This is an optimization exercise on Yosys and OpenROAD, whose aim is small area, a short achievable clock period and few clock cycles, not a production implementation.
Function was checked by simulation only, so behaviour that the tests miss may differ from the original.
Power and IR drop assume default switching activity.

`design/flow/design.v`:
```
package systolic_mm_pkg;
    typedef logic [4-1:0] data_t;
    typedef logic [16-1:0] accum_t;
    typedef logic [$clog2((8 / 4))-1:0] tile_idx_t;
    typedef logic [$clog2((8 * 8))-1:0] elem_idx_t;
    typedef logic [$clog2((2 * 4 - 1)+1)-1:0] step_t;
    typedef logic [(8 * 8)*4-1:0] matrix_t;
    typedef logic [4*4-1:0] edge_t;
    typedef logic [4*4*16-1:0] tile_sums_t;
    typedef struct packed {
        edge_t left;
        edge_t top;
    } feed_t;
    typedef struct packed {
        tile_idx_t ib;
        tile_idx_t jb;
        tile_idx_t kb;
    } tile_pos_t;
    typedef struct packed {
        elem_idx_t index;
        accum_t value;
    } result_word_t;
    typedef enum logic [2:0] {IDLE, CLEAR, STREAM, FLUSH, COLLECT, NEXT, DRAIN} seq_state_t;
endpackage
`timescale 1ns/10ps
module systolic_mm_top (
    input  logic                          clk,
    input  logic                          rst,
    input  logic                          in_req,
    input  systolic_mm_pkg::data_t        in_data,
    output logic                          in_ack,
    output logic                          out_req,
    output systolic_mm_pkg::result_word_t out_word,
    input  logic                          out_ack,
    output logic                          done
);
    logic [6:0] ph65;
    logic [3:0] ph16;
    logic [7:0] t;
    logic [6:0] tgt_a;
    logic [3:0] d_q;
    logic [2:0] kb_q;
    logic ack_q;
    logic wa_q;
    logic wb1_q;
    logic wb2_pre;
    logic wb2_q;
    wire a_ph = (t[7:6] == 2'b00);
    wire b_ph = (t[7:6] == 2'b01);
    wire t_zero = (t == 8'd0);
    wire b_align = (ph16 == ({t[2:0], 1'b0} - 4'd1));
    wire can_ack = (a_ph & (t_zero | (ph65 == tgt_a))) | (b_ph & b_align);
    wire ack = in_req & ~in_ack & can_ack;
    wire ack_last = ack & (t == 8'd127);
    logic [3:0] ra [65];
    logic [3:0] rb [4][16];
    always_ff @(posedge clk) begin
        ra[0] <= wa_q ? d_q : ra[64];
        for (int n = 1; n < 65; n++) ra[n] <= ra[n-1];
    end
    for (genvar m = 0; m < 4; m++) begin : g_rb
        wire we = (wb1_q | wb2_q) & (kb_q[1:0] == 2'(m));
        always_ff @(posedge clk) begin
            rb[m][0] <= we ? d_q : rb[m][15];
            for (int n = 1; n < 16; n++) rb[m][n] <= rb[m][n-1];
        end
    end
    always_ff @(posedge clk) begin
        if (!in_ack) begin
            d_q <= in_data;
            kb_q <= t[5:3];
        end
        if (rst) begin
            in_ack <= 1'b0;
            ack_q <= 1'b0;
            wa_q <= 1'b0;
            wb1_q <= 1'b0;
            wb2_pre <= 1'b0;
            wb2_q <= 1'b0;
        end else begin
            in_ack <= in_req & (in_ack | can_ack);
            ack_q <= ack;
            wa_q <= ack & a_ph;
            wb1_q <= ack & b_ph & ~t[5];
            wb2_pre <= ack & b_ph & t[5];
            wb2_q <= wb2_pre;
        end
    end
    logic [6:0] cw;         
    logic [10:0] oval;
    logic loaded;           
    logic [31:0] hold;
    logic [2:0] hrow, hrow_d1, hrow_d2, hrow_d3;
    logic hv, hv_d1, hv_d2, hv_d3;
    logic hl_q;
    logic [2:0] want_q;
    logic [7:0] pq [4];
    logic [9:0] q, q_d;
    wire out_ph = t[7] | (t == 8'd127);
    wire lw = ~out_req & ~loaded & ~cw[6] & out_ph
              & (ph16 == {cw[2:0] + 3'd6, 1'b1})
              & hv_d2 & (hrow_d2 == cw[5:3]) & hv_d3 & (hrow_d3 == cw[5:3]);
    wire rise = ~out_req & ~out_ack & (loaded | lw) & (t[7] | ack_last);
    wire row_end = cw[2] & (cw[1] | cw[0]) & ~cw[6] & (cw[5:3] != 3'd7)
                   & (ph16 == 4'd8) & hv & (hrow == cw[5:3]);
    wire [2:0] want = cw[5:3] + {2'b00, row_end};
    logic [6:0] tgt_row;
    always_comb begin
        case (want)
            3'd0: tgt_row = 7'd53;
            3'd1: tgt_row = 7'd4;
            3'd2: tgt_row = 7'd20;
            3'd3: tgt_row = 7'd36;
            3'd4: tgt_row = 7'd52;
            3'd5: tgt_row = 7'd3;
            3'd6: tgt_row = 7'd19;
            default: tgt_row = 7'd35;
        endcase
    end
    wire hl = (t[7] | t[6]) & ~cw[6] & (ph65 == tgt_row) & ~ph16[0]
              & ~(hv & (hrow == want));
    always_ff @(posedge clk) begin
        for (int k = 0; k < 8; k++) begin
            hold[4*k +: 4] <= hl_q ? ra[53 - 2*k] : hold[4*((k+4)%8) +: 4];
        end
    end
    always_ff @(posedge clk) begin
        for (int m = 0; m < 4; m++) pq[m] <= hold[4*m +: 4] * rb[m][9];
        q <= 10'(pq[0]) + 10'(pq[1]) + 10'(pq[2]) + 10'(pq[3]);
        q_d <= q;
    end
    always_ff @(posedge clk) begin
        if (lw) oval <= 11'(q_d) + 11'(q);
    end
    assign out_word = {cw[5:0], 5'd0, oval};
    always_ff @(posedge clk) begin
        hrow_d1 <= hrow;
        hv_d1 <= hv;
        hrow_d2 <= hrow_d1;
        hv_d2 <= hv_d1;
        hrow_d3 <= hrow_d2;
        hv_d3 <= hv_d2;
        want_q <= want;
        if (rst) begin
            t <= '0;
            out_req <= 1'b0;
            done <= 1'b0;
            loaded <= 1'b0;
            hv <= 1'b0;
            hl_q <= 1'b0;
            cw <= '0;
            ph65 <= '0;
            ph16 <= '0;
            tgt_a <= '0;
        end else begin
            ph65 <= (ph65 == 7'd64) ? 7'd0 : ph65 + 7'd1;
            ph16 <= ph16 + 4'd1;
            hl_q <= hl;
            if (ack_q) begin
                t <= t + 8'd1;
                if (t_zero) begin
                    ph65 <= 7'd1;
                    ph16 <= 4'd1;
                    tgt_a <= 7'd1;
                    cw <= '0;
                    hv <= 1'b0;
                    done <= 1'b0;
                end else begin
                    tgt_a <= (tgt_a >= 7'd63) ? tgt_a - 7'd63 : tgt_a + 7'd2;
                end
            end
            if (hl_q) begin
                hrow <= want_q;
                hv <= 1'b1;
            end
            loaded <= (loaded | lw) & ~rise;
            if (out_req & out_ack) begin
                out_req <= 1'b0;
                cw <= cw + 7'd1;
            end else if (rise) begin
                out_req <= 1'b1;
            end
            if (cw[6] & t[7] & ~out_req & ~out_ack) begin
                done <= 1'b1;
                t <= '0;
            end
        end
    end
endmodule
```
`design/flow/flow/run.sh`:
```
#!/bin/bash
set -euo pipefail
bash standard.sh \
  "BUFFER_PORTS_ARGS=-buffer_cell sky130_fd_sc_hd__buf_4" \
  SETUP_SLACK_MARGIN=6.9 \
  finish > make_finish.log 2>&1
```
`design/flow/standard.sh`:
```
#!/bin/bash
# synth_recipe.tcl (not shown) runs the flow's synth.tcl, then flattens the netlist and writes it again
# the make line also repeats each setting of config.mk as NAME=value (left out here)
make -C /OpenROAD-flow-scripts/flow DESIGN_CONFIG=/design/flow/config.mk WORK_HOME=/design/flow/orfs CLKGATE_MAP_FILE= SYNTH_SCRIPT=/design/flow/synth_recipe.tcl "${@:-finish}"
```
`design/flow/config.mk`:
```
export PLATFORM = sky130hd
export DESIGN_NAME = systolic_mm_top
export DESIGN_NICKNAME = systolic_mm_top
export VERILOG_FILES = /design/flow/design.v
export SDC_FILE = /design/flow/constraint.sdc
export NUM_CORES = 4
export LEC_CHECK = 0
export ABC_CLOCK_PERIOD_IN_PS = 3000
export CAP_MARGIN = 20
export CORE_MARGIN = 2
export CORE_UTILIZATION = 40
export CTS_CLUSTER_DIAMETER = 80
export CTS_CLUSTER_SIZE = 25
export SLEW_MARGIN = 20
```
`design/flow/constraint.sdc`:
```
create_clock -name core_clock -period 10.0 [get_ports {clk}]
set_input_delay 2.0000 -clock core_clock [delete_from_list [all_inputs] [get_ports {clk}]]
set_output_delay 2.0000 -clock core_clock [all_outputs]
set_load 0.01 [all_outputs]
```
==> results.cfg, run 1 <==
[outcome]
status = complete, no violations

[drt]
dr.pass1.iters = 4
wl_um = 26300
vias = 8511
viasPerCell = 4.29
drc = 0
drtAntennaViolNets = 0
drt_iter0_drc = 330
wl_per_cell_um = 13.3

[clocking]
numCtsBuffers = 37
cts_tree = built
htree_num_levels = 2
root_buffer = clkbuf_16
clk_pin_slew_worst_paths_ns = 0.10
cts.sinks = 679
insertion_delay_ns = 0.56
cts_max_path_buffers = 3

[worst_hold_path]
worstHoldStart = rb[12][3]$_DFF_P_
min_to = rb[13][3]$_DFF_P_
hp-class = flip-flop to flip-flop
hold_depth = 0

[timing]
fin_crit_ns = 3.06
setup_viol = 0
slew_headroom_pct = 49.2
hold_violations = 0
fmax_ghz = 0.327
fin_ws_ns = 6.94
maxSlewViolCount = 0
min_period_over_period_pct = 30.6
hold_ws_ns = 0.324
grt_setup_unrepaired = true
worst_pin_slew_ns = 0.761
fin_worst_skew_ns = 0.0303
fin_tns_setup_ns = 0

[critical_path]
r2r_start = rb[25][3]$_DFF_P_
worstPathArrival_ns = 1.06
rr_endpoint = pq[1][7]$_DFF_P_
crit_family = flip-flops
cp_slowest_cell = dfxtp_4
critPathRequiredTime_ns = 8.00
endpoint_kind = output port
startpoint_type = flip-flop
crit_chain = buf_4
r2r_slack_ns = 7.19
worstPathMaxFanout = 2
reg2regPathDepth = 10
slowest_delay_ns = 0.36
crit_type = flip-flop to output port
critPathBufInv = 1

[layout]
fin_area_um2 = 20900
final_cells = 1984
drive_gt1_share_pct = 11.6
num-fill-cells = 4131
diodes = 0
multi_input_area_um2 = 4630
fin_nets = 1485
areaGrowthSynthToFinish_pct = 11.4
ff_latch_area_um2 = 13800
post-route-util_pct = 45.0

[job]
max_cap_viol_count = 0

[floorplan]
rows = 79
die_area_um2 = 48700
start_util_pct = 40.4
ios = 33
coreArea_um2 = 46500
fp.dieH_um = 221
die_w_um = 221

[logic_synthesis]
syn_inst = 1311
synthDistinctLibCells = 67
ys_warn_count = 4
seq_area_frac_synth_pct = 73.5
synth_edf_count = 20
synthesis.area_um2 = 18800
ys_ff_latch = 679
async_flop_share_pct = 0
syn-mean-instance-area_um2 = 14.3
synth-main-ff-cell = dfxtp_1

[place]
placedCellCount = 1923
place_congestion = 0.779
post_dp_cell_area_um2 = 19600
pre_cts_ws_ns = 7.00
port_buffers = 27
hpwl_um = 17600

[grt]
grt-ovfl-total = 0
grt_pass1_wl_um = 44200
grt_max_degree = 34
grt.total_usage_pct = 11.5
grt_pass1_vias = 8633
grt_antenna_before_repair = 0

[power]
pwr-share-comb_pct = 0.8
ir_worst_vdd_v = 0.000124
cellPowerDensity_nw_per_um2 = 211
net-switching-power_mw = 0.901
p_int_mw = 3.51
power.total_mw = 4.41
clkPwrFrac_pct = 36.2
leakagePower_nw = 8.93
seq_power_share_pct = 63.1
p_sw_share_pct = 20.4
## cell usage after synthesis, types with 3 or more instances
library cell	count	area share, %
nor3_1	18	0.48
and3_1	6	0.20
fa_1	33	3.5
mux2_2	52	3.1
ha_1	81	5.4
a21o_1	11	0.44
nand2_1	54	1.1
nand4_1	9	0.30
xor2_1	28	1.3
o21ai_0	8	0.21
buf_4	11	0.44
nor4_1	3	0.10
clkbuf_1	10	0.20
o21ai_1	3	0.080
nand3_1	15	0.40
and2_1	39	1.3
dfxtp_1	659	70
xnor2_1	39	1.8
o21bai_1	5	0.20
inv_1	52	1.0
buf_2	3	0.080
nor2_1	53	1.1
edfxtp_1	20	3.2
nor2b_1	7	0.23
a21oi_1	36	0.96
## worst max path at each step
| stage | startpoint | end | slack [ns] | cells past startpoint |
|---|---|---|---|---|
| 6_report | out_req$_SDFFE_PP0P_ | out_req | 6.94 | 1 |
| 5_1_grt | oval[9]$_DFFE_PP_ | out_word[9] | 6.86 | 1 |
| 4_1_cts | cw[3]$_SDFFE_PP0P_ | out_word[19] | 6.88 | 1 |
| 3_5_place_dp | out_ack | cw[6]$_SDFFE_PP0P_ | 7.00 | 7 |
| 3_3_place_gp | out_ack | cw[6]$_SDFFE_PP0P_ | 6.97 | 7 |
| 2_1_floorplan | out_ack | cw[6]$_SDFFE_PP0P_ | 7.24 | 6 |
## layout by cell type, fill, tap and decap left out, types with 3 or more instances in the layout
| cell type | synthesis | routed |
|---|---|---|
| a21oi_1 | 36 | 36 |
| fa_1 | 33 | 33 |
| xor2_1 | 28 | 28 |
| clkinv_8 | 0 | 3 |
| a21o_1 | 11 | 11 |
| nor4_1 | 3 | 3 |
| edfxtp_1 | 20 | 20 |
| mux2_2 | 52 | 52 |
| nand4_1 | 9 | 9 |
| nand2_1 | 54 | 54 |
| nand3_1 | 15 | 15 |
| buf_6 | 1 | 17 |
| o21ai_0 | 8 | 8 |
| o21bai_1 | 5 | 5 |
| o21ai_1 | 3 | 3 |
| inv_6 | 0 | 3 |
| and3_1 | 6 | 6 |
| inv_1 | 52 | 52 |
| nor2b_1 | 7 | 7 |
| ha_1 | 81 | 81 |
| and2_1 | 39 | 39 |
| dfxtp_4 | 0 | 7 |
| buf_4 | 11 | 20 |
| nor3_1 | 18 | 17 |
| nor2_1 | 53 | 53 |
| conb_1 | 1 | 5 |
| dfxtp_1 | 659 | 651 |
| xnor2_1 | 39 | 39 |
| clkbuf_16 | 0 | 38 |
## flip-flops by register name, summed over array words and instances, names as in the netlist, 4 cells and up
register	count
tgt_a	7
ph65	7
oval	11
d_q	4
ra	260
hold	32
t	8
q_d	10
q	10
pq	32
rb	256
cw	7
ph16	4
## power groups by stage
| stage | registers [mW] | clock network, mW | logic, mW |
|---|---|---|---|
| floorplan | 2.84 | 0 | 0.0283 |
| global placement | 2.85 | 0 | 0.0337 |
| detailed placement | 2.85 | 0 | 0.0340 |
| CTS | 2.78 | 1.66 | 0.0342 |
| global route | 2.79 | 1.76 | 0.0386 |
| finish | 2.78 | 1.60 | 0.0337 |
## cell families (layout without fill, tap and decap cells)
group | after synthesis | after routing | synth area share, %
buffers and inverters | 81 | 143 | 1.91
other | 1 | 5 | 0.0200
adder cells (fa/ha/maj) | 114 | 114 | 8.92
flip-flops | 679 | 679 | 73.5
AND/OR/NAND/NOR | 222 | 222 | 6.03
multiplexers | 54 | 54 | 3.23
AO/OA/AOI/OAI | 93 | 93 | 3.26
XOR/XNOR | 67 | 67 | 3.13
## final cells by class
cell class,count,area share [%]
sequential,679,66.1
multi-input combinational,555,22.2
clock buffer,42,4.72
tap,607,3.63
timing repair buffer,37,1.63
inverter,53,0.952
clock inverter,11,0.760
## layer usage
metal	vias to the layer above	wire, µm	track usage [%]
met5	-	0	0
met4	0	699	4.62
met3	45	806	2.23
met2	83	11700	18.3
met1	4009	13100	15.5
li1	4374	-	-
## timing repair
item	4_1_cts	5_1_grt
buffers inserted	7	1
hold buffers	0	0
setup endpoints to repair	19	12
pin swaps	0	0
gates resized for setup	21	11
Testbench counts, summed over its fixed seeds: cycles 18,384.
==> run 2, diff against run 1 <==
==> design/flow/flow/run.sh (replaced) <==
#!/bin/bash
set -euo pipefail
bash standard.sh \
  "BUFFER_PORTS_ARGS=-buffer_cell sky130_fd_sc_hd__buf_4" \
  SETUP_SLACK_MARGIN=7.0 \
  finish > make_finish.log 2>&1
--- a/design/flow/config.mk
+++ b/design/flow/config.mk
@@ -8,7 +8,8 @@
 export ABC_CLOCK_PERIOD_IN_PS = 3000
 export CAP_MARGIN = 20
 export CORE_MARGIN = 2
-export CORE_UTILIZATION = 40
-export CTS_CLUSTER_DIAMETER = 80
-export CTS_CLUSTER_SIZE = 25
+export CORE_UTILIZATION = 65
+export CTS_CLUSTER_DIAMETER = 100
+export CTS_CLUSTER_SIZE = 30
+export PLACE_DENSITY = 0.75
 export SLEW_MARGIN = 20
==> results.cfg, run 2 <==
[outcome]
status = complete, no violations

[layout]
num-fill-cells = 1970
final_common_cell = dfxtp_1
final_cell_mix = dfxtp_1, ha_1, nand2_1, nor2_1
diodes = 0
largest_reg_flops = 260
areaGrowthSynthToFinish_pct = 7.54
reg_top3 = ra (260), rb (256)
fin_nets = 1475
drive_gt1_share_pct = 10.4
top_register = ra

[floorplan]
die_area_um2 = 30200
fp.dieH_um = 174
coreArea_um2 = 28500
start_util_pct = 65.7
ios = 33
rows = 62
die_w_um = 174

[clocking]
cts.sinks = 679
clk_pin_slew_worst_paths_ns = 0.11
htree_num_levels = 1
cts_max_path_buffers = 3
root_buffer = clkbuf_16
insertion_delay_ns = 0.58
cts_hold_buf = 0
numCtsBuffers = 26
cts_tree = built

[job]
max_cap_viol_count = 0

[timing]
worst_pin_slew_ns = 0.745
fin_ws_ns = 6.88
fin_worst_skew_ns = 0.0154
fin_tns_setup_ns = 0
hold_violations = 0
grt_setup_unrepaired = true
min_period_over_period_pct = 31.2
fin_crit_ns = 3.12
hold_ws_ns = 0.325
setup_viol = 0
fmax_ghz = 0.321
slew_headroom_pct = 50.0
maxSlewViolCount = 0

[critical_path]
reg2regPathDepth = 11
rr_endpoint = q[9]$_DFF_P_
worstPathArrival_ns = 1.12
slowest_delay_ns = 0.41
cp_slowest_cell = edfxtp_1
worstPathMaxFanout = 1
crit_chain = buf_6
crit_family = flip-flops
r2r_start = pq[0][1]$_DFF_P_
r2r_slack_ns = 7.19
endpoint_kind = output port
critPathBufInv = 1
critPathRequiredTime_ns = 8.00
crit_type = flip-flop to output port
startpoint_type = flip-flop

[grt]
grt_pass1_vias = 8734
grt-ovfl-total = 0
grt_antenna_before_repair = 2
grt_pass1_wl_um = 44700
grt_max_degree = 34
grt.total_usage_pct = 18.6

[place]
port_buffers = 27
place_congestion = 0.807
hpwl_um = 17900
pre_cts_ws_ns = 7.00

[logic_synthesis]
synth_top_area_cell = dfxtp_1
syn-mean-instance-area_um2 = 14.3
syn_inst = 1311
synthDistinctLibCells = 67
synthesis.area_um2 = 18800
yosysMostFrequentCell = dfxtp_1
ys_ff_latch = 679
synth_area_leaders = dfxtp_1, ha_1, fa_1
synth-main-ff-cell = dfxtp_1
netlist_top_cells_count = dfxtp_1, ha_1, nand2_1
synth_edf_count = 20
seq_area_frac_synth_pct = 73.5
async_flop_share_pct = 0
yosys.area.top_type_share_pct = 70.3
ys_warn_count = 4

[power]
leakagePower_nw = 8.71
ir_worst_vdd_v = 0.000194
cellPowerDensity_nw_per_um2 = 200

[worst_hold_path]
worstHoldStart = rb[54][0]$_DFF_P_
hp-class = flip-flop to flip-flop
min_to = rb[55][0]$_DFF_P_
hold_depth = 0

[drt]
viasPerCell = 4.95
wl_um = 27500
vias = 8611
wl_per_cell_um = 15.8
dr.pass1.iters = 6
drc = 0
drt_iter0_drc = 445
drtAntennaViolNets = 0
run 2: timing repair:
item | CTS | global route
setup buffers | 9 | 0
gates cloned | 0 | 0
endpoints found under the setup margin | 20 | 22
resized for setup | 32 | 3
pin swaps | 0 | 0
run 2: cell families after synthesis:
logic type | synth area share, %
AO/OA/AOI/OAI | 3.26
other | 0.0200
buffers and inverters | 1.91
flip-flops | 73.5
XOR/XNOR | 3.13
adder cells (fa/ha/maj) | 8.92
multiplexers | 3.23
AND/OR/NAND/NOR | 6.03
run 2: worst max-delay path by stage:
stage | depth (start not counted) | startpoint | to
5_1_grt | 1 | oval[4]$_DFFE_PP_ | out_word[4]
3_5_place_dp | 4 | rst | wb1_q$_SDFF_PP0_
3_3_place_gp | 7 | out_ack | cw[6]$_SDFFE_PP0P_
4_1_cts | 1 | oval[7]$_DFFE_PP_ | out_word[7]
6_report | 1 | oval[7]$_DFFE_PP_ | out_word[7]
2_1_floorplan | 6 | out_ack | cw[6]$_SDFFE_PP0P_
run 2: final cells by class:
| type | count | area [µm²] | area share (%) |
|---|---|---|---|
| timing repair buffer | 38 | 349 | 1.73 |
| tap | 384 | 480 | 2.38 |
| clock buffer | 29 | 662 | 3.28 |
| inverter | 53 | 199 | 0.986 |
| multi-input combinational | 555 | 4630 | 23.0 |
| clock inverter | 2 | 32.5 | 0.161 |
| sequential | 679 | 13800 | 68.5 |
run 2: report_power, final:
part	total [mW]	internal, mW	switching [mW]
Sequential	2.78	2.76	0.0251
Clock	1.22	0.480	0.744
Combinational	0.0348	0.0153	0.0195
Total	4.04	3.25	0.789
run 2: stage by stage:
step	power, mW	instances	area (µm²)	utilization [%]
after floorplan	2.86	1315	18800	-
after global placement	2.88	1700	19300	67.7
after detailed placement	2.88	1700	19300	67.7
after CTS	4.07	1740	20200	70.7
after global routing	4.19	1740	20200	70.7
final	4.04	1740	20200	70.7
run 2: metal layers:
metal / routed length [µm] / vias to the layer above / global-route usage, %
met1: 12800 / 4123 / 24.9
met3: 965 / 35 / 2.71
met4: 403 / 0 / 4.31
li1: - / 4342 / -
met2: 13300 / 111 / 32.4
met5: 0 / - / 0
==> run 3, diff against run 2 <==
==> design/flow/flow/run.sh (replaced) <==
#!/bin/bash
set -euo pipefail
bash standard.sh \
  "BUFFER_PORTS_ARGS=-buffer_cell sky130_fd_sc_hd__buf_4" \
  SETUP_SLACK_MARGIN=7.1 \
  finish > make_finish.log 2>&1
--- a/design/flow/config.mk
+++ b/design/flow/config.mk
@@ -8,8 +8,8 @@
 export ABC_CLOCK_PERIOD_IN_PS = 3000
 export CAP_MARGIN = 20
 export CORE_MARGIN = 2
-export CORE_UTILIZATION = 65
+export CORE_UTILIZATION = 70
 export CTS_CLUSTER_DIAMETER = 100
 export CTS_CLUSTER_SIZE = 30
-export PLACE_DENSITY = 0.75
+export PLACE_DENSITY = 0.8
 export SLEW_MARGIN = 20
==> results.cfg, run 3 <==
[critical_path]
endpoint_kind = output port
crit_chain = buf_6
crit_family = flip-flops
startpoint_type = flip-flop
slowest_delay_ns = 0.40
crit_type = flip-flop to output port
worstPathMaxFanout = 1
r2r_start = rb[25][3]$_DFF_P_
critPathRequiredTime_ns = 8.00
worstPathArrival_ns = 1.10
critPathBufInv = 1
crit_start = oval[2]$_DFFE_PP_
cp_slowest_cell = edfxtp_1

[logic_synthesis]
yosys.area_share.xor_xnor_pct = 3.13
yosysMostFrequentCell = dfxtp_1
async_flop_share_pct = 0
ys_ff_latch = 679
synthMuxAreaShare_pct = 3.23
synth_top_area_cell = dfxtp_1
ys_warn_count = 4
synth_simple_gate_area_share_pct = 6.03
synth_top_family_by_area = adder cells
seq_area_frac_synth_pct = 73.5
synthesis.area_um2 = 18800
syn-mean-instance-area_um2 = 14.3
synth-main-ff-cell = dfxtp_1
synth_edf_count = 20
synth_area_leaders = dfxtp_1, ha_1, fa_1
synth-compound-area-share_pct = 3.26
synthAdderAreaFrac_pct = 8.92
synthDistinctLibCells = 67
netlist_top_cells_count = dfxtp_1, ha_1, nand2_1
syn_inst = 1311
yosys.area.top_type_share_pct = 70.3

[drt]
wl_per_cell_um = 16.8
vias = 8755
drt_iter0_drc = 512
drtAntennaViolNets = 0
drc = 0
wl_um = 28500
dr.pass1.iters = 5
viasPerCell = 5.18

[floorplan]
rows = 59
die_w_um = 168
coreArea_um2 = 26200
ios = 33
start_util_pct = 71.6
die_area_um2 = 28100
fp.dieH_um = 168

[clocking]
cts_tree = built
insertion_delay_ns = 0.57
numCtsBuffers = 26
cts.sinks = 679
clk_pin_slew_worst_paths_ns = 0.11
root_buffer = clkbuf_16
cts_max_path_buffers = 3
htree_num_levels = 1

[worst_hold_path]
worstHoldStart = rb[53][0]$_DFF_P_
hp-class = flip-flop to flip-flop

[layout]
num-fill-cells = 1508
post-route-util_pct = 77.0
final_common_cell = dfxtp_1
drive_gt1_share_pct = 11.2
fin_nets = 1474
final_cell_mix = dfxtp_1, ha_1, nand2_1, nor2_1
largest_reg_flops = 260
diodes = 0
areaGrowthSynthToFinish_pct = 7.48
reg_top3 = ra (260), rb (256)
top_register = ra

[timing]
fin_crit_ns = 3.10
fmax_ghz = 0.323
grt_setup_unrepaired = true
fin_tns_setup_ns = 0
worst_pin_slew_ns = 0.825
setup_viol = 0
min_period_over_period_pct = 31.0
slew_headroom_pct = 44.9
maxSlewViolCount = 0
fin_worst_skew_ns = 0.0143
hold_violations = 0

[power]
cellPowerDensity_nw_per_um2 = 201
ir_worst_vdd_v = 0.000166
leakagePower_nw = 8.73

[grt]
grt_busiest_layer = met2
grtUsageMet3_pct = 2.53
grt_max_degree = 33
grt-ovfl-total = 0
grt.total_usage_pct = 20.9
grt_pass1_wl_um = 46400
met2_usage_pct = 36.4
met1_usage_pct = 28.3
grt_antenna_before_repair = 2
grt_pass1_vias = 9112

[place]
hpwl_um = 17900
place_congestion = 0.798
port_buffers = 27

[job]
max_cap_viol_count = 0

[outcome]
status = complete, no violations
[run 3: cell families after synthesis]
group	count (synthesis)
AO/OA/AOI/OAI	93
XOR/XNOR	67
adder cells (fa/ha/maj)	114
buffers and inverters	81
flip-flops	679
multiplexers	54
other	1
AND/OR/NAND/NOR	222
[run 3: path summary, 6_finish.rpt]
check             cells after the start           endpoint  slack [ns]
setup / recovery                      1        out_word[2]        6.90
hold / removal                        0  rb[54][0]$_DFF_P_        0.33
setup reg to reg                     10   pq[1][7]$_DFF_P_        7.21
hold reg to reg                       0  rb[54][0]$_DFF_P_        0.33
[run 3: per-stage QoR]
stage	setup WS (ns)	cell area, µm²	std cells	hold slack (ns)	total power, mW
after floorplan	7.24	18800	1315	0.310	2.86
after global placement	7.02	19300	1650	0.310	2.88
after detailed placement	6.98	19300	1650	0.312	2.88
after CTS	6.86	20100	1690	0.329	4.08
after global routing	6.85	20200	1691	0.338	4.19
final	6.90	20200	1691	0.325	4.05
[run 3: layout make-up]
type / count / area [µm²] / area share, %
clock buffer: 30 / 676 / 3.35
inverter: 53 / 199 / 0.986
timing repair buffer: 37 / 359 / 1.78
sequential: 679 / 13800 / 68.6
multi-input combinational: 555 / 4660 / 23.1
tap: 335 / 419 / 2.08
clock inverter: 2 / 27.5 / 0.136
[run 3: per-layer routing]
layer  part of all wire (%)  vias up
li1                       -     4329
met1                     47     4258
met2                     49      137
met3                    2.7       31
met4                    1.4        0
met5                      0        -
[run 3: worst register-to-register path: stages, from the launching register on]
cell and delay (ns):
dfxtp_1 0.44, nand2_1 0.11, fa_1 0.53, fa_1 0.55, inv_1 0.07, ha_1 0.29, a21o_1 0.19, a21oi_2 0.18
o21bai_1 0.08, a21oi_1 0.18, xnor2_1 0.13
[run 3: report_power, final]
group          internal [mW]  total (mW)  switching (mW)  leakage, nW
sequential              2.76        2.79          0.0254         5.56
combinational         0.0153      0.0361          0.0208         2.83
clock                  0.488        1.23           0.745        0.344
total                   3.26        4.05           0.791         8.73
[run 3: what timing repair did]
item | in CTS | in global routing
hold buffers | 0 | 0
setup endpoints to repair | 20 | 25
resized for setup | 34 | 16
setup buffers | 8 | 0
pin swaps | 0 | 1
gates cloned | 0 | 0
==> run 4, diff against run 3 <==
--- a/design/flow/design.v
+++ b/design/flow/design.v
@@ -40,7 +40,6 @@
     logic [6:0] tgt_a;
     logic [3:0] d_q;
     logic [2:0] kb_q;
-    logic ack_q;
     logic wa_q;
     logic wb1_q;
     logic wb2_pre;
@@ -72,14 +71,12 @@
         end
         if (rst) begin
             in_ack <= 1'b0;
-            ack_q <= 1'b0;
             wa_q <= 1'b0;
             wb1_q <= 1'b0;
             wb2_pre <= 1'b0;
             wb2_q <= 1'b0;
         end else begin
             in_ack <= in_req & (in_ack | can_ack);
-            ack_q <= ack;
             wa_q <= ack & a_ph;
             wb1_q <= ack & b_ph & ~t[5];
             wb2_pre <= ack & b_ph & t[5];
@@ -130,7 +127,8 @@
         q_d <= q;
     end
     always_ff @(posedge clk) begin
-        if (lw) oval <= 11'(q_d) + 11'(q);
+        if (rst) oval <= '0;
+        else if (lw) oval <= 11'(q_d) + 11'(q);
     end
     assign out_word = {cw[5:0], 5'd0, oval};
     always_ff @(posedge clk) begin
@@ -156,7 +154,7 @@
             ph65 <= (ph65 == 7'd64) ? 7'd0 : ph65 + 7'd1;
             ph16 <= ph16 + 4'd1;
             hl_q <= hl;
-            if (ack_q) begin
+            if (wa_q | wb1_q | wb2_pre) begin
                 t <= t + 8'd1;
                 if (t_zero) begin
                     ph65 <= 7'd1;
--- a/design/flow/config.mk
+++ b/design/flow/config.mk
@@ -8,8 +8,8 @@
 export ABC_CLOCK_PERIOD_IN_PS = 3000
 export CAP_MARGIN = 20
 export CORE_MARGIN = 2
-export CORE_UTILIZATION = 70
+export CORE_UTILIZATION = 80
 export CTS_CLUSTER_DIAMETER = 100
 export CTS_CLUSTER_SIZE = 30
-export PLACE_DENSITY = 0.8
+export PLACE_DENSITY = 0.86
 export SLEW_MARGIN = 20
==> results.cfg, run 4 <==
[clocking]
cts_hold_buf = 0
cts_tree = built
numCtsBuffers = 26
clk_pin_slew_worst_paths_ns = 0.12
root_buffer = clkbuf_16
cts_max_path_buffers = 3
insertion_delay_ns = 0.58
htree_num_levels = 1
cts.sinks = 678

[critical_path]
crit_type = flip-flop to flip-flop
worstPathArrival_ns = 3.60
crit_family = adder cells
critPathRequiredTime_ns = 10.48
slowest_delay_ns = 0.57
worstPathMaxFanout = 5
endpoint_kind = flip-flop
crit_chain = nand2_1 -> fa_1 -> fa_1 -> inv_1 -> ha_1 -> a21o_1 -> a21oi_2 -> o21bai_1 -> a21oi_2 -> xnor2_1
critPathBufInv = 1
startpoint_type = flip-flop
cp_slowest_cell = fa_1

[timing]
hold_violations = 0
fin_tns_setup_ns = 0
fin_worst_skew_ns = 0.0201
maxSlewViolCount = 0
fin_ws_ns = 6.88
worst_pin_slew_ns = 1.11
fin_crit_ns = 3.12
slew_headroom_pct = 25.6
min_period_over_period_pct = 31.2
grt_setup_unrepaired = true
hold_ws_ns = 0.319
fmax_ghz = 0.320
setup_viol = 0

[floorplan]
fp.dieH_um = 157
rows = 56
die_area_um2 = 24700
start_util_pct = 80.8
ios = 33
die_w_um = 157
coreArea_um2 = 23300

[power]
leakagePower_nw = 8.78
cellPowerDensity_nw_per_um2 = 202
ir_worst_vdd_v = 0.000273
power.total_mw = 4.11

[place]
place_congestion = 0.826
pre_cts_ws_ns = 6.98
hpwl_um = 22500
port_buffers = 27

[logic_synthesis]
ys_warn_count = 4
synth-main-ff-cell = dfxtp_1
yosys.area_share.xor_xnor_pct = 3.12
async_flop_share_pct = 0
synthDistinctLibCells = 53
syn_inst = 1336
synthAdderAreaFrac_pct = 8.91
synth_edf_count = 9
synthesis.area_um2 = 18800
synth_area_leaders = dfxtp_1, ha_1, fa_1
ys_ff_latch = 678
syn-mean-instance-area_um2 = 14.1
synth_top_family_by_area = adder cells
synth_simple_gate_area_share_pct = 5.87
synthMuxAreaShare_pct = 3.72
seq_area_frac_synth_pct = 72.7
netlist_top_cells_count = dfxtp_1, ha_1, nand2_1
synth-compound-area-share_pct = 3.68
yosys.area.top_type_share_pct = 71.3
yosysMostFrequentCell = dfxtp_1
synth_top_area_cell = dfxtp_1

[layout]
areaGrowthSynthToFinish_pct = 8.31
diodes = 0
reg_top3 = ra (260), rb (256)
drive_gt1_share_pct = 14.3
ff_latch_area_um2 = 13800
final_cell_mix = dfxtp_1, ha_1, nand2_1, nor2_1, mux2_2
multi_input_area_um2 = 4850
final_common_cell = dfxtp_1
num-fill-cells = 873
largest_reg_flops = 260
fin_nets = 1505
top_register = ra

[drt]
wl_um = 43700
wl_per_cell_um = 25.6
vias = 10200
drtAntennaViolNets = 0
drt_iter0_drc = 1027
drc = 0
dr.pass1.iters = 5
viasPerCell = 5.98

[grt]
grt_max_degree = 37
grt_pass1_vias = 10500
grt.total_usage_pct = 35.4
grt-ovfl-total = 0
grt_antenna_before_repair = 1
grt_pass1_wl_um = 64100

[outcome]
status = complete, no violations

[worst_hold_path]
hp-class = flip-flop to flip-flop

[job]
max_cap_viol_count = 0
[run 4: cell types whose count changed after synthesis, moves of 3 or more]
cell	before	now
o21ai_0	8	11
clkbuf_1	10	16
a211o_1	0	3
a311oi_1	0	5
dfxtp_1	659	669
o211ai_1	1	4
mux2i_1	1	9
edfxtp_1	20	9
nor2b_1	7	3
o21ai_1	3	0
a21oi_1	36	41
o21bai_1	5	8
nand2_1	54	57
a21o_1	11	14
[run 4: kinds of logic after synthesis]
logic type	Yosys count
flops	678
simple gates	222
fa+ha+maj	114
compound gates	108
buf+inv	83
xor+xnor	67
mux	63
other cells	1
[run 4: report_power, final]
part           total, mW  switching, mW  internal, mW
registers           2.78         0.0309          2.75
clock network       1.29          0.792         0.496
logic             0.0439         0.0274        0.0165
total               4.11          0.850          3.26
[run 4: repair_timing]
item                       CTS  global route
pin swaps                    0             5
setup buffers               11             8
setup endpoints to repair   29            30
resized for setup           80            28
[run 4: path summary, 6_finish.rpt]
kind | start | to | slack, ns | cells past startpoint
hold reg to reg | ra[40][2]$_DFF_P_ | ra[41][2]$_DFF_P_ | 0.32 | 0
setup / recovery | hold[4]$_DFF_P_ | pq[1][7]$_DFF_P_ | 6.88 | 10
setup reg to reg | hold[4]$_DFF_P_ | pq[1][7]$_DFF_P_ | 6.88 | 10
hold / removal | ra[40][2]$_DFF_P_ | ra[41][2]$_DFF_P_ | 0.32 | 0
[run 4: metal layers]
metal | vias up | share of wire, % | global-route usage, %
li1 | 4426 | - | -
met3 | 208 | 6.9 | 5.86
met5 | - | 0.030 | 0
met4 | 2 | 6.7 | 17.8
met1 | 4957 | 37 | 43.7
met2 | 610 | 49 | 60.7
[run 4: layout make-up]
class | count | share of cell area, %
clock buffer | 31 | 3.39
timing repair buffer | 47 | 2.10
multi-input combinational | 579 | 23.8
inverter | 51 | 0.941
clock inverter | 1 | 0.0799
sequential | 678 | 67.7
tap | 319 | 1.96
[run 4: through the flow]
stage	instance area [µm²]	std cells	util (%)
final	20400	1706	87.5
after global placement	19200	1655	82.7
after global routing	20400	1706	87.5
after floorplan	18800	1340	-
after detailed placement	19200	1655	82.7
after CTS	20200	1698	86.9
Testbench counts of run 4, summed over its fixed seeds: cycles 18,384.
==> run 5, diff against run 4 <==
--- a/design/flow/config.mk
+++ b/design/flow/config.mk
@@ -8,8 +8,8 @@
 export ABC_CLOCK_PERIOD_IN_PS = 3000
 export CAP_MARGIN = 20
 export CORE_MARGIN = 2
-export CORE_UTILIZATION = 80
+export CORE_UTILIZATION = 70
 export CTS_CLUSTER_DIAMETER = 100
 export CTS_CLUSTER_SIZE = 30
-export PLACE_DENSITY = 0.86
+export PLACE_DENSITY = 0.8
 export SLEW_MARGIN = 20
==> results.cfg, run 5 <==
[place]
place_congestion = 0.822
hpwl_um = 19600
post_dp_cell_area_um2 = 19300
port_buffers = 27

[logic_synthesis]
netlist_top_cells_count = dfxtp_1, ha_1, nand2_1
async_flop_share_pct = 0
syn-mean-instance-area_um2 = 14.1
synthesis.area_um2 = 18800
yosys.area.top_type_share_pct = 71.3
synth_area_leaders = dfxtp_1, ha_1, fa_1
ys_ff_latch = 678
synth_top_area_cell = dfxtp_1
synth_edf_count = 9
syn_inst = 1336
synth-main-ff-cell = dfxtp_1
ys_warn_count = 4
seq_area_frac_synth_pct = 72.7
synthDistinctLibCells = 53
yosysMostFrequentCell = dfxtp_1

[critical_path]
worstPathMaxFanout = 2
crit_chain = buf_6
startpoint_type = flip-flop
critPathBufInv = 1
cp_slowest_cell = dfxtp_4
crit_family = flip-flops
endpoint_kind = output port
crit_type = flip-flop to output port
critPathRequiredTime_ns = 8.00
slowest_delay_ns = 0.37
worstPathArrival_ns = 1.06

[layout]
drive_gt1_share_pct = 12.6
num-fill-cells = 1522
final_common_cell = dfxtp_1
areaGrowthSynthToFinish_pct = 7.60
fin_nets = 1497
reg_top3 = ra (260), rb (256)
final_cell_mix = dfxtp_1, ha_1, nand2_1, nor2_1, mux2_2
fin_area_um2 = 20200
post-route-util_pct = 77.1
largest_reg_flops = 260
top_register = ra
diodes = 0

[clocking]
cts.sinks = 678
clk_pin_slew_worst_paths_ns = 0.11
numCtsBuffers = 26
insertion_delay_ns = 0.59
cts_max_path_buffers = 3
root_buffer = clkbuf_16
cts_tree = built
htree_num_levels = 1

[timing]
fmax_ghz = 0.327
fin_tns_setup_ns = 0
maxSlewViolCount = 0
hold_violations = 0
worst_pin_slew_ns = 1.02
setup_viol = 0
min_period_over_period_pct = 30.6
slew_headroom_pct = 31.6
hold_ws_ns = 0.322
fin_worst_skew_ns = 0.0322
grt_setup_unrepaired = true
fin_crit_ns = 3.06

[power]
ir_worst_vdd_v = 0.000227
cellPowerDensity_nw_per_um2 = 200
leakagePower_nw = 8.73

[drt]
viasPerCell = 5.14
drt_iter0_drc = 489
drc = 0
wl_per_cell_um = 17.2
drtAntennaViolNets = 0
wl_um = 29500
vias = 8819
dr.pass1.iters = 6

[grt]
met2_usage_pct = 37.8
grt.total_usage_pct = 21.3
grt_max_degree = 37
grt_antenna_before_repair = 0
grt_pass1_vias = 8994
met1_usage_pct = 28.5
grt_busiest_layer = met2
grt_pass1_wl_um = 47100
grt-ovfl-total = 0
grtUsageMet3_pct = 2.73

[floorplan]
rows = 59
die_w_um = 168
start_util_pct = 71.7
die_area_um2 = 28200
ios = 33
fp.dieH_um = 168
coreArea_um2 = 26200

[job]
max_cap_viol_count = 0

[worst_hold_path]
hp-class = flip-flop to flip-flop

[outcome]
status = complete, no violations
-- run 5: final timing paths --
check / cells past startpoint / startpoint / endpoint / slack, ns
worst max register to register: 11 / pq[0][1]$_DFF_P_ / q[9]$_DFF_P_ / 7.24
worst min register to register: 0 / ra[57][0]$_DFF_P_ / ra[58][0]$_DFF_P_ / 0.32
worst min-delay path: 0 / ra[57][0]$_DFF_P_ / ra[58][0]$_DFF_P_ / 0.32
worst max-delay path: 1 / cw[3]$_SDFFE_PP0P_ / out_word[19] / 6.94
-- run 5: timing repair --
action	in CTS	in global routing
setup buffers	9	2
hold buffers	0	0
cloned	0	0
endpoints found under the setup margin	21	27
resized for setup	49	24
pin swaps	0	1
-- run 5: cell type report --
cell class / instances / area, µm² / share of cell area, %
multi-input cells: 579 / 4800 / 23.7
repair buffers: 39 / 368 / 1.82
clock inverters: 3 / 46.3 / 0.229
inverters: 51 / 191 / 0.947
well taps: 335 / 419 / 2.07
flip-flops and latches: 678 / 13700 / 67.9
clock buffers: 30 / 666 / 3.29
-- run 5: kinds of logic after synthesis --
family	after synthesis	share of synthesized area, %
AND/OR/NAND/NOR	222	5.87
buffers and inverters	83	1.97
multiplexers	63	3.72
adder cells (fa/ha/maj)	114	8.91
XOR/XNOR	67	3.12
flip-flops	678	72.7
other	1	0.0200
AO/OA/AOI/OAI	108	3.68
-- run 5: stage by stage --
stage / total power [mW] / std cells / setup WS (ns)
6_report: 4.05 / 1715 / 6.94
5_1_grt: 4.18 / 1715 / 6.90
4_1_cts: 4.08 / 1713 / 6.92
3_5_place_dp: 2.87 / 1671 / 6.99
3_3_place_gp: 2.87 / 1671 / 7.02
2_1_floorplan: 2.85 / 1340 / 7.10
-- run 5: routing by layer --
layer / up-vias / wire length, µm
met5: - / 0
met1: 4227 / 13200
met2: 142 / 14600
met3: 43 / 985
met4: 0 / 576
li1: 4407 / -
-- run 5: where the power goes --
part	switching [mW]	total (mW)	internal (mW)
logic	0.0233	0.0392	0.0160
clock network	0.753	1.24	0.484
registers	0.0246	2.77	2.75
total	0.801	4.05	3.25
==> run 6, diff against run 5 <==
==> design/flow/flow/run.sh (replaced) <==
#!/bin/bash
set -euo pipefail
bash standard.sh \
  "BUFFER_PORTS_ARGS=-buffer_cell sky130_fd_sc_hd__buf_4" \
  SETUP_SLACK_MARGIN=6.95 \
  finish > make_finish.log 2>&1
==> results.cfg, run 6 <==
[floorplan]
fp.dieH_um = 168
start_util_pct = 71.7
rows = 59
die_area_um2 = 28200
ios = 33
coreArea_um2 = 26200
die_w_um = 168

[critical_path]
rr_endpoint = pq[0][7]$_DFF_P_
startpoint_type = flip-flop
critPathBufInv = 1
cp_slowest_cell = dfxtp_4
crit_type = flip-flop to output port
r2r_start = rb[9][1]$_DFF_P_
worstPathMaxFanout = 2
crit_family = flip-flops
reg2regPathDepth = 10
r2r_slack_ns = 7.09
crit_chain = buf_6
endpoint_kind = output port
crit_start = cw[5]$_SDFFE_PP0P_
critPathRequiredTime_ns = 8.00
slowest_delay_ns = 0.38
worstPathArrival_ns = 1.07

[timing]
min_period_over_period_pct = 30.7
maxSlewViolCount = 0
worst_pin_slew_ns = 0.998
setup_viol = 0
fin_worst_skew_ns = 0.0250
slew_headroom_pct = 33.0
fin_tns_setup_ns = 0
fin_crit_ns = 3.07
hold_violations = 0
fin_ws_ns = 6.93
grt_setup_unrepaired = true
fmax_ghz = 0.325

[logic_synthesis]
netlist_top_cells_count = dfxtp_1, ha_1, nand2_1
syn-mean-instance-area_um2 = 14.1
async_flop_share_pct = 0
seq_area_frac_synth_pct = 72.7
synth_edf_count = 9
synth_area_leaders = dfxtp_1, ha_1, fa_1
ys_warn_count = 4
synth-main-ff-cell = dfxtp_1
syn_inst = 1336
synthesis.area_um2 = 18800
synth_top_area_cell = dfxtp_1
synthDistinctLibCells = 53
yosysMostFrequentCell = dfxtp_1
yosys.area.top_type_share_pct = 71.3
ys_ff_latch = 678

[drt]
wl_per_cell_um = 17.4
wl_met1_um = 13700
wl_um = 29800
wl_met3_um = 784
vias = 8757
viasPerCell = 5.10
drt_iter0_drc = 457
top_layer_used = met4
drc = 0
drtAntennaViolNets = 0
met2WireLength_um = 14900
dr.pass1.iters = 5

[layout]
post-route-util_pct = 77.0
top_register = ra
fin_area_um2 = 20200
ff_latch_area_um2 = 13700
multi_input_area_um2 = 4770
final_cell_mix = dfxtp_1, ha_1, nand2_1, nor2_1, mux2_2
reg_top3 = ra (260), rb (256)
fin_nets = 1498
areaGrowthSynthToFinish_pct = 7.44
final_common_cell = dfxtp_1
num-fill-cells = 1539
largest_reg_flops = 260
drive_gt1_share_pct = 10.8

[power]
ir_worst_vdd_v = 0.000235
p_sw_share_pct = 19.9
leakagePower_nw = 8.72
cellPowerDensity_nw_per_um2 = 201
p_int_mw = 3.26
pwr-share-comb_pct = 0.9
net-switching-power_mw = 0.808
clkPwrFrac_pct = 30.8
power.total_mw = 4.07
seq_power_share_pct = 68.2

[outcome]
status = complete, no violations

[place]
hpwl_um = 18900
place_congestion = 0.811
port_buffers = 27
pre_cts_ws_ns = 7.00
post_dp_cell_area_um2 = 19300

[clocking]
clk_pin_slew_worst_paths_ns = 0.12
cts_max_path_buffers = 3
insertion_delay_ns = 0.59
root_buffer = clkbuf_16
numCtsBuffers = 26
cts_tree = built
htree_num_levels = 1
cts.sinks = 678

[job]
max_cap_viol_count = 0

[worst_hold_path]
min_to = ra[31][0]$_DFF_P_
hp-class = flip-flop to flip-flop
worstHoldStart = ra[30][0]$_DFF_P_
hold_depth = 0

[grt]
grt.total_usage_pct = 21.7
grt_antenna_before_repair = 1
grt_max_degree = 37
grt_pass1_vias = 8791
grt-ovfl-total = 0
grt_pass1_wl_um = 47600
[run 6: cell counts after synthesis]
Identical to the previous run, type by type.
[run 6: layer usage]
layer / GRT usage [%] / vias to the layer above
met2: 38.8 / 123
li1: - / 4422
met4: 4.35 / 0
met5: 0 / -
met3: 2.52 / 32
met1: 28.8 / 4180
[run 6: logic make-up after synthesis]
kind of cell	after synthesis	synth area share (%)
AOI/OAI and AO/OA	108	3.68
xor gates and xnor gates	67	3.12
adders and majority gates	114	8.91
buffers and inverters	83	1.97
DFF	678	72.7
muxes	63	3.72
other	1	0.0200
and+or+nand+nor	222	5.87
[run 6: power groups by stage]
stage	sequential (mW)	clock (mW)	combinational [mW]
floorplan	2.82	0	0.0301
global placement	2.83	0	0.0363
detailed placement	2.84	0	0.0369
CTS	2.77	1.28	0.0382
global route	2.78	1.36	0.0430
finish	2.77	1.25	0.0383
[run 6: timing repair]
item | CTS | global route
buffers inserted | 11 | 1
gates resized for setup | 47 | 0
endpoints found under the hold margin | 0 | 0
pin swaps | 0 | 0
setup endpoints to repair | 20 | 20
hold buffers | 0 | 0
gates cloned | 0 | 0
[run 6: worst max-delay path by stage]
stage                               to  slack [ns]  depth (start not counted)
floorplan           cw[0]$_SDFFE_PP0P_        7.05                          4
global placement    cw[6]$_SDFFE_PP0P_        7.02                          5
detailed placement  cw[6]$_SDFFE_PP0P_        7.00                          5
CTS                       out_word[19]        6.91                          1
global route              out_word[21]        6.89                          1
finish                    out_word[21]        6.93                          1
[run 6: final cells by class]
cell class / instances / area share, %
well taps: 335 / 2.08
clock inverters: 2 / 0.192
multi-input cells: 579 / 23.6
clock buffers: 32 / 3.38
inverters: 51 / 0.948
flip-flops and latches: 678 / 67.9
repair buffers: 40 / 1.86
diodes: 1 / 0.0124
[run 6: through the flow]
step,cells,hold slack [ns]
after floorplan,1340,0.310
after global placement,1671,0.310
after detailed placement,1671,0.312
after CTS,1716,0.329
after global routing,1717,0.337
final,1718,0.325
==> run 7, diff against run 6 <==
--- a/design/flow/design.v
+++ b/design/flow/design.v
@@ -92,9 +92,11 @@
     logic hl_q;
     logic [2:0] want_q;
     logic [7:0] pq [4];
-    logic [9:0] q, q_d;
+    logic [9:0] q;
+    logic ld1_q;            
     wire out_ph = t[7] | (t == 8'd127);
-    wire lw = ~out_req & ~loaded & ~cw[6] & out_ph
+    wire ld1 = (~out_req | out_ack) & ~loaded;
+    wire lw = ld1_q & ~out_req & ~loaded & ~cw[6] & out_ph
               & (ph16 == {cw[2:0] + 3'd6, 1'b1})
               & hv_d2 & (hrow_d2 == cw[5:3]) & hv_d3 & (hrow_d3 == cw[5:3]);
     wire rise = ~out_req & ~out_ack & (loaded | lw) & (t[7] | ack_last);
@@ -124,11 +126,11 @@
     always_ff @(posedge clk) begin
         for (int m = 0; m < 4; m++) pq[m] <= hold[4*m +: 4] * rb[m][9];
         q <= 10'(pq[0]) + 10'(pq[1]) + 10'(pq[2]) + 10'(pq[3]);
-        q_d <= q;
     end
     always_ff @(posedge clk) begin
         if (rst) oval <= '0;
-        else if (lw) oval <= 11'(q_d) + 11'(q);
+        else if (lw) oval <= oval + 11'(q);
+        else if (ld1) oval <= 11'(q);
     end
     assign out_word = {cw[5:0], 5'd0, oval};
     always_ff @(posedge clk) begin
@@ -146,6 +148,7 @@
             loaded <= 1'b0;
             hv <= 1'b0;
             hl_q <= 1'b0;
+            ld1_q <= 1'b0;
             cw <= '0;
             ph65 <= '0;
             ph16 <= '0;
@@ -154,6 +157,7 @@
             ph65 <= (ph65 == 7'd64) ? 7'd0 : ph65 + 7'd1;
             ph16 <= ph16 + 4'd1;
             hl_q <= hl;
+            ld1_q <= ld1;
             if (wa_q | wb1_q | wb2_pre) begin
                 t <= t + 8'd1;
                 if (t_zero) begin
==> design/flow/flow/run.sh (replaced) <==
#!/bin/bash
set -euo pipefail
bash standard.sh \
  "BUFFER_PORTS_ARGS=-buffer_cell sky130_fd_sc_hd__buf_4" \
  SETUP_SLACK_MARGIN=7.1 \
  finish > make_finish.log 2>&1
==> results.cfg, run 7 <==
[outcome]
status = complete, no violations

[place]
placedCellCount = 1681
post_dp_cell_area_um2 = 19200
pre_cts_ws_ns = 6.72
hpwl_um = 19800
place_congestion = 0.812
port_buffers = 27

[logic_synthesis]
async_flop_share_pct = 0
seq_area_frac_synth_pct = 72.1
synthMuxAreaShare_pct = 3.35
synth-compound-area-share_pct = 3.89
synthDistinctLibCells = 57
syn_inst = 1348
synth-main-ff-cell = dfxtp_1
ys_ff_latch = 669
netlist_top_cells_count = dfxtp_1, ha_1, nor2_1
synth_top_area_cell = dfxtp_1
synthesis.area_um2 = 18700
synth_edf_count = 9
synth_area_leaders = dfxtp_1, ha_1, fa_1
synth_simple_gate_area_share_pct = 6.66
ys_warn_count = 4
synth_top_family_by_area = adder cells
syn-mean-instance-area_um2 = 13.9
yosysMostFrequentCell = dfxtp_1
yosys.area.top_type_share_pct = 70.6
yosys.area_share.xor_xnor_pct = 3.18
synthAdderAreaFrac_pct = 8.95

[layout]
fin_nets = 1518
final_cells = 1734
areaGrowthSynthToFinish_pct = 8.11
final_common_cell = dfxtp_1
diodes = 0
final_cell_mix = dfxtp_1, ha_1, nor2_1, nand2_1, mux2_2
drive_gt1_share_pct = 13.2
num-fill-cells = 1516
post-route-util_pct = 77.4
fin_area_um2 = 20200
largest_reg_flops = 260
top_register = ra
multi_input_area_um2 = 4920
ff_latch_area_um2 = 13600
reg_top3 = ra (260), rb (256)

[grt]
grt_pass1_vias = 9195
grt_max_degree = 36
grt.total_usage_pct = 21.9
grt_pass1_wl_um = 48200
grt_antenna_before_repair = 1
grt-ovfl-total = 0

[drt]
drtAntennaViolNets = 0
dr.pass1.iters = 15
drc = 0
wl_um = 30200
drt_iter0_drc = 563
vias = 9038
viasPerCell = 5.21
wl_per_cell_um = 17.4

[critical_path]
r2r_slack_ns = 7.26
worstPathArrival_ns = 1.05
crit_chain = buf_6
cp_slowest_cell = dfxtp_4
worstPathMaxFanout = 2
critPathBufInv = 1
critPathRequiredTime_ns = 8.00
slowest_delay_ns = 0.37
crit_family = flip-flops
startpoint_type = flip-flop
crit_type = flip-flop to output port
endpoint_kind = output port

[timing]
fin_worst_skew_ns = 0.0203
setup_viol = 0
min_period_over_period_pct = 30.5
hold_ws_ns = 0.324
grt_setup_unrepaired = true
fin_tns_setup_ns = 0
fin_crit_ns = 3.05
hold_violations = 0
maxSlewViolCount = 0
fmax_ghz = 0.328
slew_headroom_pct = 43.0
worst_pin_slew_ns = 0.848
fin_ws_ns = 6.95

[clocking]
htree_num_levels = 1
numCtsBuffers = 26
root_buffer = clkbuf_16
insertion_delay_ns = 0.57
cts_tree = built
cts_max_path_buffers = 3
cts.sinks = 669
clk_pin_slew_worst_paths_ns = 0.11

[floorplan]
start_util_pct = 71.6
fp.dieH_um = 167
die_area_um2 = 28000
die_w_um = 167
rows = 59
ios = 33
coreArea_um2 = 26100

[power]
cellPowerDensity_nw_per_um2 = 198
power.total_mw = 4.01
leakagePower_nw = 8.61
ir_worst_vdd_v = 0.000215

[job]
max_cap_viol_count = 0

[worst_hold_path]
hp-class = flip-flop to flip-flop
run 7: cell count changes after synthesis, moves of 5 or more:
cell,previous run,this run
a22oi_1,1,10
and2_1,39,45
dfxtp_1,669,660
inv_1,51,44
mux2i_1,9,3
nand2_1,57,62
nand3_1,13,19
nor2_1,55,63
xnor2_1,40,46
xor2_1,27,22
run 7: area by class of cell:
class	count	area share, %
clock buffers	29	3.27
inverters	44	0.817
repair buffers	50	2.23
well taps	335	2.07
multi-input cells	605	24.3
clock inverters	2	0.229
flip-flops and latches	669	67.1
run 7: report_power, final:
part	switching, mW	internal, mW
sequential	0.0253	2.71
clock	0.754	0.483
combinational	0.0225	0.0152
run 7: final timing paths:
path	depth (start not counted)	start	endpoint
setup / recovery	1	cw[2]$_SDFFE_PP0P_	out_word[18]
hold reg to reg	0	ra[48][1]$_DFF_P_	ra[49][1]$_DFF_P_
setup reg to reg	10	hold[0]$_DFF_P_	pq[0][7]$_DFF_P_
hold / removal	0	ra[48][1]$_DFF_P_	ra[49][1]$_DFF_P_
run 7: timing repair:
action,CTS,global route
endpoints found under the setup margin,20,27
hold buffers,0,0
resized for setup,48,32
setup buffers,20,2
pin swaps,0,1
run 7: logic make-up after synthesis:
family / count (synthesis)
compound gates: 110
xor+xnor: 68
fa+ha+maj: 114
buf+inv: 78
flops: 669
mux: 56
other cells: 1
simple gates: 252
run 7: metal layers:
layer	routed length (µm)	share of wire (%)	GRT usage, %
met1	14000	46	30.0
met2	14700	49	37.9
met3	721	2.4	2.25
met4	737	2.4	5.78
met5	0	0	0
Testbench counts of run 7, summed over its fixed seeds: cycles 18,384.
==> run 8, diff against run 7 <==
--- a/design/flow/config.mk
+++ b/design/flow/config.mk
@@ -5,7 +5,7 @@
 export SDC_FILE = /design/flow/constraint.sdc
 export NUM_CORES = 4
 export LEC_CHECK = 0
-export ABC_CLOCK_PERIOD_IN_PS = 3000
+export ABC_AREA = 1
 export CAP_MARGIN = 20
 export CORE_MARGIN = 2
 export CORE_UTILIZATION = 70
==> results.cfg, run 8 <==
[layout]
diodes = 0
areaGrowthSynthToFinish_pct = 7.79
drive_gt1_share_pct = 7.38
final_common_cell = dfxtp_1
fin_area_um2 = 20600
reg_top3 = ra (260), rb (256)
top_register = ra
post-route-util_pct = 76.7
final_cell_mix = dfxtp_1, nand2_1, inv_1, ha_1, nor2_1
largest_reg_flops = 260
fin_nets = 1838

[place]
port_buffers = 27
place_congestion = 0.877
hpwl_um = 22100
post_dp_cell_area_um2 = 19600

[logic_synthesis]
yosysMostFrequentCell = dfxtp_1
syn-mean-instance-area_um2 = 11.5
ys_ff_latch = 669
async_flop_share_pct = 0
synth_top_area_cell = dfxtp_1
yosys.area.top_type_share_pct = 69.1
ys_warn_count = 4
synth-main-ff-cell = dfxtp_1
synth_area_leaders = dfxtp_1, nand2_1, ha_1
synthesis.area_um2 = 19100
synthDistinctLibCells = 39
netlist_top_cells_count = dfxtp_1, nand2_1, inv_1
seq_area_frac_synth_pct = 70.5
syn_inst = 1663
synth_edf_count = 9

[outcome]
status = complete, no violations

[clocking]
htree_num_levels = 1
numCtsBuffers = 26
cts_hold_buf = 0
root_buffer = clkbuf_16
insertion_delay_ns = 0.59
cts.sinks = 669
cts_tree = built
clk_pin_slew_worst_paths_ns = 0.12
cts_max_path_buffers = 3

[critical_path]
cp_slowest_cell = dfxtp_4
crit_family = flip-flops
crit_chain = buf_6
worstPathMaxFanout = 2
endpoint_kind = output port
critPathRequiredTime_ns = 8.00
slowest_delay_ns = 0.37
startpoint_type = flip-flop
crit_type = flip-flop to output port
worstPathArrival_ns = 1.07
critPathBufInv = 1

[grt]
grt_pass1_vias = 10600
grt_max_degree = 34
grt-ovfl-total = 0
grt_pass1_wl_um = 54800
grt.total_usage_pct = 24.4
grt_antenna_before_repair = 0

[floorplan]
rows = 60
die_w_um = 169
ios = 33
fp.dieH_um = 169
coreArea_um2 = 26900
die_area_um2 = 28700
start_util_pct = 71.2

[timing]
min_period_over_period_pct = 30.7
fin_tns_setup_ns = 0
fmax_ghz = 0.326
maxSlewViolCount = 0
grt_setup_unrepaired = true
fin_crit_ns = 3.07
fin_worst_skew_ns = 0.0276
setup_viol = 0
hold_violations = 0

[power]
net-switching-power_mw = 0.816
p_int_mw = 3.21
seq_power_share_pct = 67.9
leakagePower_nw = 9.46
cellPowerDensity_nw_per_um2 = 195
ir_worst_vdd_v = 0.000178
pwr-share-comb_pct = 1.2
p_sw_share_pct = 20.2
clkPwrFrac_pct = 30.9

[drt]
drtAntennaViolNets = 0
drc = 0
dr.pass1.iters = 5
viasPerCell = 5.08
drt_iter0_drc = 670
wl_per_cell_um = 16.6
wl_um = 34200
vias = 10500

[job]
max_cap_viol_count = 0

[worst_hold_path]
hp-class = flip-flop to flip-flop
==> run 8: layout make-up <==
class / instances / area, µm²
multi-input combinational: 793 / 4840
sequential: 669 / 13500
timing repair buffer: 49 / 443
fill: 1663 / 6250
inverter: 177 / 667
clock buffer: 30 / 666
tap: 341 / 427
clock inverter: 2 / 46.3
==> run 8: metal layers <==
metal  global-route usage, %  vias to the layer above  share of wire, %
li1                        -                     5249                 -
met1                    32.4                     4969                44
met2                    43.7                      205                51
met3                    2.64                       43               3.0
met4                    5.17                        0               1.7
met5                       0                        -                 0
==> run 8: cells by family (layout without fill, tap and decap cells) <==
group | Yosys count | in the layout | share of synthesized area, %
DFF | 669 | 669 | 70.5
and+or+nand+nor | 508 | 508 | 10.9
buffers and inverters | 205 | 258 | 4.41
AOI/OAI and AO/OA | 126 | 126 | 3.66
adders and majority gates | 114 | 114 | 8.75
xor gates and xnor gates | 40 | 40 | 1.83
other | 1 | 5 | 0.0196
==> run 8: worst paths after layout <==
kind	start	endpoint	slack, ns	depth (start not counted)
min reg2reg	rb[36][0]$_DFF_P_	rb[37][0]$_DFF_P_	0.32	0
max reg2reg	rb[9][3]$_DFF_P_	pq[0][7]$_DFF_P_	7.26	11
min	rb[36][0]$_DFF_P_	rb[37][0]$_DFF_P_	0.32	0
max	cw[2]$_SDFFE_PP0P_	out_word[18]	6.93	1
==> run 8: power by group through the flow <==
stage                     registers [mW]  logic [mW]  clock network [mW]
after floorplan                     2.79      0.0332                   0
after global placement              2.80      0.0433                   0
after detailed placement            2.80      0.0448                   0
after CTS                           2.74      0.0463                1.27
after global routing                2.74      0.0531                1.36
final                               2.74      0.0464                1.25
==> run 8: per-stage QoR <==
stage          hold WS [ns]  power, mW  instances  setup WS [ns]
3_3_place_gp          0.310       2.84       2010           6.79
6_report              0.318       4.03       2061           6.93
2_1_floorplan         0.310       2.82       1667           7.12
5_1_grt               0.326       4.15       2061           6.89
3_5_place_dp          0.312       2.84       2010           6.72
4_1_cts               0.326       4.05       2060           6.91
==> run 8: repair_timing <==
item | CTS | global route
endpoints found under the hold margin | 0 | 0
cloned | 0 | 0
endpoints found under the setup margin | 20 | 23
pin swaps | 0 | 0
gates resized for setup | 49 | 7
setup buffers | 18 | 1
==> run 9, diff against run 8 <==
--- a/design/flow/config.mk
+++ b/design/flow/config.mk
@@ -5,7 +5,7 @@
 export SDC_FILE = /design/flow/constraint.sdc
 export NUM_CORES = 4
 export LEC_CHECK = 0
-export ABC_AREA = 1
+export ABC_CLOCK_PERIOD_IN_PS = 6000
 export CAP_MARGIN = 20
 export CORE_MARGIN = 2
 export CORE_UTILIZATION = 70
==> results.cfg, run 9 <==
[place]
post_dp_cell_area_um2 = 19200
placedCellCount = 1681
hpwl_um = 19800
port_buffers = 27
place_congestion = 0.812

[drt]
vias = 9038
wl_met1_um = 14000
wl_um = 30200
met2WireLength_um = 14700
drt_iter0_drc = 563
wl_per_cell_um = 17.4
viasPerCell = 5.21
drc = 0
wl_met3_um = 721
drtAntennaViolNets = 0
top_layer_used = met4
dr.pass1.iters = 15

[layout]
largest_reg_flops = 260
fin_area_um2 = 20200
diodes = 0
final_cell_mix = dfxtp_1, ha_1, nor2_1, nand2_1, mux2_2
top_register = ra
reg_top3 = ra (260), rb (256)
fin_nets = 1518
final_common_cell = dfxtp_1
final_cells = 1734
drive_gt1_share_pct = 13.2
areaGrowthSynthToFinish_pct = 8.11

[floorplan]
ios = 33
fp.dieH_um = 167
rows = 59
coreArea_um2 = 26100
die_area_um2 = 28000
die_w_um = 167
start_util_pct = 71.6

[clocking]
numCtsBuffers = 26
clk_pin_slew_worst_paths_ns = 0.11
cts_tree = built
cts.sinks = 669
root_buffer = clkbuf_16
insertion_delay_ns = 0.57
htree_num_levels = 1
cts_max_path_buffers = 3

[logic_synthesis]
yosys.area.top_type_share_pct = 70.6
ys_ff_latch = 669
syn_inst = 1348
seq_area_frac_synth_pct = 72.1
syn-mean-instance-area_um2 = 13.9
synth_edf_count = 9
synth_top_area_cell = dfxtp_1
synth-main-ff-cell = dfxtp_1
synth_area_leaders = dfxtp_1, ha_1, fa_1
yosysMostFrequentCell = dfxtp_1
async_flop_share_pct = 0
ys_warn_count = 4
synthDistinctLibCells = 57
synthesis.area_um2 = 18700
netlist_top_cells_count = dfxtp_1, ha_1, nor2_1

[worst_hold_path]
hold_depth = 0
min_to = ra[49][1]$_DFF_P_
hp-class = flip-flop to flip-flop
worstHoldStart = ra[48][1]$_DFF_P_

[timing]
grt_setup_unrepaired = true
min_period_over_period_pct = 30.5
fin_worst_skew_ns = 0.0203
setup_viol = 0
fin_tns_setup_ns = 0
fmax_ghz = 0.328
worst_pin_slew_ns = 0.848
slew_headroom_pct = 43.0
hold_violations = 0
hold_ws_ns = 0.324
maxSlewViolCount = 0
fin_crit_ns = 3.05

[job]
max_cap_viol_count = 0

[grt]
grt.total_usage_pct = 21.9
grt_antenna_before_repair = 1
grt_pass1_vias = 9195
grt-ovfl-total = 0
grt_max_degree = 36
grt_pass1_wl_um = 48200

[critical_path]
crit_type = flip-flop to output port
startpoint_type = flip-flop
critPathBufInv = 1
critPathRequiredTime_ns = 8.00
endpoint_kind = output port
slowest_delay_ns = 0.37
rr_endpoint = pq[0][7]$_DFF_P_
cp_slowest_cell = dfxtp_4
crit_family = flip-flops
worstPathArrival_ns = 1.05
worstPathMaxFanout = 2
crit_chain = buf_6
r2r_slack_ns = 7.26
reg2regPathDepth = 10
r2r_start = hold[0]$_DFF_P_

[power]
cellPowerDensity_nw_per_um2 = 198
power.total_mw = 4.01
leakagePower_nw = 8.61
ir_worst_vdd_v = 0.000215

[outcome]
status = complete, no violations
## run 9: metal layers
metal,track usage [%],vias up
met3,2.25,54
met4,5.78,0
met2,37.9,144
met1,30.0,4347
met5,0,-
li1,-,4493
## run 9: cell families (layout without fill, tap and decap cells)
logic type	count (synthesis)	after routing	share of synthesized area (%)
flip-flops	669	669	72.1
AND/OR/NAND/NOR	252	252	6.66
adder cells (fa/ha/maj)	114	114	8.95
AO/OA/AOI/OAI	110	110	3.89
buffers and inverters	78	125	1.86
XOR/XNOR	68	68	3.18
multiplexers	56	56	3.35
other	1	5	0.0200
## run 9: what timing repair did
| item | 4_1_cts | 5_1_grt |
|---|---|---|
| setup buffers | 20 | 2 |
| hold buffers | 0 | 0 |
| setup endpoints to repair | 20 | 27 |
| pin swaps | 0 | 1 |
| gates resized for setup | 48 | 32 |
## run 9: power by group
group | leakage, nW | internal (mW) | switching [mW] | total [mW]
Clock | 0.342 | 0.483 | 0.754 | 1.24
Combinational | 2.83 | 0.0152 | 0.0225 | 0.0377
Sequential | 5.45 | 2.71 | 0.0253 | 2.74
## run 9: cell type report
class | count | area [µm²]
Fill cell | 1516 | 5910
Clock buffer | 29 | 662
Clock inverter | 2 | 46.3
Sequential cell | 669 | 13600
Timing Repair Buffer | 50 | 450
Tap cell | 335 | 419
Inverter | 44 | 165
Multi-Input combinational cell | 605 | 4920
## run 9: how the worst max path moves through the flow
stage | from | end | slack, ns | cells past startpoint
after floorplan | out_ack | oval[1]$_SDFFE_PP0P_ | 7.14 | 5
after global placement | out_ack | oval[1]$_SDFFE_PP0P_ | 6.80 | 6
after detailed placement | out_ack | oval[5]$_SDFFE_PP0P_ | 6.72 | 6
after CTS | cw[5]$_SDFFE_PP0P_ | out_word[21] | 6.93 | 1
after global routing | cw[2]$_SDFFE_PP0P_ | out_word[18] | 6.92 | 1
final | cw[2]$_SDFFE_PP0P_ | out_word[18] | 6.95 | 1
## run 9: metrics by stage
step / worst slack (ns) / utilization (%)
floorplan: 7.14 / -
global placement: 6.80 / 73.3
detailed placement: 6.72 / 73.3
CTS: 6.93 / 77.1
global route: 6.92 / 77.4
finish: 6.95 / 77.4

## re-timing with driven ports
In the flow no input, the clock included, has a driving cell. The finished layouts below were timed again as built, in two steps.
Step 1 assumes that a clkbuf_16 drives the clock port and a buf_2 every other input.
Step 2, shift: input delay + t, output delay - t, t = (earliest + latest rising clock arrival at the registers) / 2. This alone moves slack from input paths to output paths.
Three values: no drivers, after step 1, after step 2; two values: the first two.
| run | shift t [ns] | setup slack, ns |
|---|---|---|
| run 1 | 0.600 | 6.939 / 6.888 / 6.962 |
| run 2 | 0.616 | 6.884 / 6.836 / 6.968 |
| run 3 | 0.615 | 6.900 / 6.848 / 6.911 |
| run 4 | 0.621 | 6.876 / 6.876 / 6.876 |
| run 5 | 0.621 | 6.939 / 6.890 / 6.933 |
| run 6 | 0.623 | 6.925 / 6.878 / 6.970 |
| run 7 | 0.607 | 6.947 / 6.899 / 6.666 |
| run 8 | 0.621 | 6.934 / 6.884 / 6.719 |
| run 9 | 0.607 | 6.947 / 6.899 / 6.666 |
After both steps setup and hold are still met in every run listed.
